What follows belongs to an exercise in optimizing a design on an open flow for small area, a short achievable clock period and few clock cycles per item; a production flow would make more cautious choices. The RTL was checked by simulation tests, not by an equivalence proof against the original design. Power figures rest on the tool's default switching activity, not on a simulated workload.

==> flow/design.v (excerpt) <==
module systolic_array_os_ctrl
#(
  parameter int ROWS   = 4,
  parameter int COLS   = 4,
  parameter int DATA_W = 8,
  parameter int ACC_W  = 32,
  parameter int KLEN_W = 16,
  localparam int OROW_W = (ROWS > 1) ? $clog2(ROWS) : 1
) (
  input  logic                     clk,
  input  logic                     rst_n,
  input  logic                     start,
  input  logic [KLEN_W-1:0]        k_len,
  input  logic                     signed_en,
  output logic                     busy,
  input  logic                     in_valid,
  output logic                     in_ready,
  input  logic [ROWS*DATA_W-1:0]   a_data,
  input  logic [COLS*DATA_W-1:0]   b_data,
  output logic                     out_valid,
  input  logic                     out_ready,
  output logic [OROW_W-1:0]        out_row,
  output logic [COLS*ACC_W-1:0]    out_data,
  output logic                     done
);
Settings: LEC_CHECK=0, CAP_MARGIN=20, CORE_MARGIN=2, CORE_UTILIZATION=60, PLACE_DENSITY=0.7, SLEW_MARGIN=20; clock period 10.0 ns.
standard.sh (not shown) runs the stock make flow with config.mk's settings and CLKGATE_MAP_FILE= SYNTH_SCRIPT=/design/flow/synth_recipe.tcl, a recipe that flattens the netlist after the stock synthesis.
==> flow/flow/run.sh <==
#!/bin/bash
# The standard synthesis and layout, with ORFS's timing repair told to aim
# for setup slack beyond the clock period's (the SDC is unchanged). Each
# step's full output goes to a log file in the folder this runs in.
set -euo pipefail
MARGIN=6.6
export SETUP_SLACK_MARGIN=$MARGIN
bash standard.sh synth > synth.log 2>&1
bash standard.sh SETUP_SLACK_MARGIN=$MARGIN finish > layout.log 2>&1
The baseline went through all stages and came out clean.
Testbench counts at the start, summed over its fixed seeds: cycles 12,562, jobs 320.
Edit:
--- a/flow/flow/run.sh
+++ b/flow/flow/run.sh
@@ -4,5 +4,5 @@
 # step's full output goes to a log file in the folder this runs in.
 set -euo pipefail
-MARGIN=6.6
+MARGIN=6.75
 export SETUP_SLACK_MARGIN=$MARGIN
 bash standard.sh synth > synth.log 2>&1
After rerunning: The changed run went through all stages and came out clean; synthesized area does not change; global-route usage increases by 0.47 points; clock-buffer cell count decreases by 15; die area does not change; fmax increases by 0.43%; non-clock buffer count increases by 105; synthesized cell count stays the same; power increases by 5.4%; worst hold slack is about the same; wire length increases by 1.4%.
Edit:
--- a/flow/flow/run.sh
+++ b/flow/flow/run.sh
@@ -4,5 +4,5 @@
 # step's full output goes to a log file in the folder this runs in.
 set -euo pipefail
-MARGIN=6.75
+MARGIN=6.6
 export SETUP_SLACK_MARGIN=$MARGIN
 bash standard.sh synth > synth.log 2>&1
- CTS_BUF_LIST: unset -> sky130_fd_sc_hd__clkbuf_8
- CTS_CLUSTER_SIZE: unset -> 20
What happened: The changed run passed the timing, DRC and antenna checks; via count shrinks by 0.65%; wire length drops by 1.9%; total power is lower by 5.3%; register-to-register slack gets worse by 0.06 ns; clock-buffer cell count goes up by 59.

* * *

v43:
systolic_array_os_ctrl, a different RTL version from the one above (not shown whole).
Size in the first run: ~220 I/O pins, ~0.077 mm2 of cells after synthesis.
export LEC_CHECK = 0
export CAP_MARGIN = 20
export CORE_MARGIN = 2
export CORE_UTILIZATION = 60
export PLACE_DENSITY = 0.7
export SLEW_MARGIN = 20
create_clock -name core_clock -period 10.0 [get_ports {clk}]
==> flow/flow/run.sh <==
#!/bin/bash
# The standard synthesis and layout, with these changes (the SDC is
# unchanged):
#  - Yosys's synth skips its early ABC pass (-noabc), so the full adders it
#    extracts keep the polarity the RTL writes them in; the rest of the
#    synthesis script is the standard flow's own (synth_recipe.tcl, first line amended);
#  - ORFS's timing repair aims for setup slack beyond the clock period's
#    (SETUP_SLACK_MARGIN);
#  - clock tree synthesis adds no dummy loads;
#  - the port buffers are buf_2 cells (repair may resize them).
# Each step's full output goes to a log file in the folder this runs in.
set -euo pipefail
MARGIN=6.6
sed '1s/-noshare/-noshare -noabc/' synth_recipe.tcl > synth_noabc.tcl
export SETUP_SLACK_MARGIN=$MARGIN
export CTS_ARGS="-sink_clustering_enable -repair_clock_nets -dont_use_dummy_load"
export BUFFER_PORTS_ARGS="-buffer_cell sky130_fd_sc_hd__buf_2"
bash standard.sh SYNTH_SCRIPT="$PWD/synth_noabc.tcl" synth > synth.log 2>&1
bash standard.sh SYNTH_SCRIPT="$PWD/synth_noabc.tcl" SETUP_SLACK_MARGIN=$MARGIN "CTS_ARGS=$CTS_ARGS" "BUFFER_PORTS_ARGS=$BUFFER_PORTS_ARGS" finish > layout.log 2>&1
In summary, v43 completed successfully, with a layout that passed the timing, DRC and antenna checks.
Testbench counts of v43, summed over its fixed seeds: cycles 12,562, jobs 320.
diff inputs: v43 => v44
==> flow/flow/run.sh <==
#!/bin/bash
# The standard synthesis and layout, with these changes to how the layout
# is made (the SDC is unchanged):
#  - ORFS's timing repair aims for setup slack beyond the clock period's
#    (SETUP_SLACK_MARGIN);
#  - clock tree synthesis adds no dummy loads;
#  - the port buffers are buf_2 cells (repair may resize them).
# Each step's full output goes to a log file in the folder this runs in.
set -euo pipefail
MARGIN=6.7
export SETUP_SLACK_MARGIN=$MARGIN
export CTS_ARGS="-sink_clustering_enable -repair_clock_nets -dont_use_dummy_load"
export BUFFER_PORTS_ARGS="-buffer_cell sky130_fd_sc_hd__buf_2"
bash standard.sh synth > synth.log 2>&1
bash standard.sh SETUP_SLACK_MARGIN=$MARGIN "CTS_ARGS=$CTS_ARGS" "BUFFER_PORTS_ARGS=$BUFFER_PORTS_ARGS" finish > layout.log 2>&1
Findings:
For final cell count without fillers, dividing the value from v43 by the value from v44 gives 0.932. Diff v44..v43 | port buffer count | unchanged. The higher share of power burned in the clock network came out of v43. [compare] base=v43 new=v44: design internal power has increased, non-clock buffer count has increased, portion of the post-synthesis area used by sequential elements has decreased. v43 → v44: number of buffers inserted during clock tree synthesis now sits higher, final wirelength has increased, highest clock rate rose by 13 MHz, pre-CTS worst setup slack fell by 0.28 ns. Between v43 and v44, the wire length of the first global-routing pass is higher for v44.
Edits applied to the flow inputs when going from v44 to v57:
# v44
export LEC_CHECK = 0
export CAP_MARGIN = 20
export CORE_MARGIN = 2
export CORE_UTILIZATION = 60
export PLACE_DENSITY = 0.7
export SLEW_MARGIN = 20
create_clock -name core_clock -period 10.0 [get_ports {clk}]
# v57
export LEC_CHECK = 0
export CAP_MARGIN = 20
export CORE_MARGIN = 2
export CORE_UTILIZATION = 50
export PLACE_DENSITY = 0.65
export SLEW_MARGIN = 20
create_clock -name core_clock -period 10.0 [get_ports {clk}]
-- flow/flow/run.sh --
<<< v44, line 10
MARGIN=6.7
>>> v57, line 10
MARGIN=6.6
## What came out
Compared to v44, the routing of v57 uses more wire. v57 vs v44, largest driver fanout on the critical path went up by 2. v57 has combinational power share below what v44 had. Diff v44 and v57: post-cts repair resize count lower in v57.

[re-timing with driven ports]
The flow's constraints put no driver on any port. The routed layouts listed below were extracted and timed again, unchanged, in two steps.
Step 1: set_driving_cell puts a clkbuf_16 on clk and a buf_2 on each other input, an assumption about the parent block.
Step 2 adds t to the input delays and takes it off the output delays; t is the mean of the earliest and latest rising clock arrival at the registers after step 1. Input paths then give back, and output paths get back, about the clock's delay inside the block.
Three values: no drivers, after step 1, after step 2; two values: the first two.
run	shift t [ns]	setup slack, ns	worst setup path at the end	clock arrival spread, ns	worst data-port slew with drivers (ns)
the first run of note 1	0.851	6.560 / 6.476 / 5.812	input to register	0.023 / 0.023	0.06
the second run of note 1	0.856	6.575 / 6.555 / 5.894	input to register	0.028 / 0.028	0.06
the third run of note 1	0.976	6.437 / 6.362 / 5.695	input to register	0.041 / 0.042	0.06
v43	0.833	6.453 / 6.453 / 5.760	input to register	0.055 / 0.055	0.08
v44	0.816	6.613 / 6.593 / 5.980	input to register	0.066 / 0.067	0.09
v57	0.837	6.531 / 6.531 / 5.873	input to register	0.057 / 0.057	0.13
After both steps setup and hold are still met in every run listed. The setup slack of the first run of note 1, which loses most, moves by -0.084 ns with the drivers and by -0.748 ns with both steps.
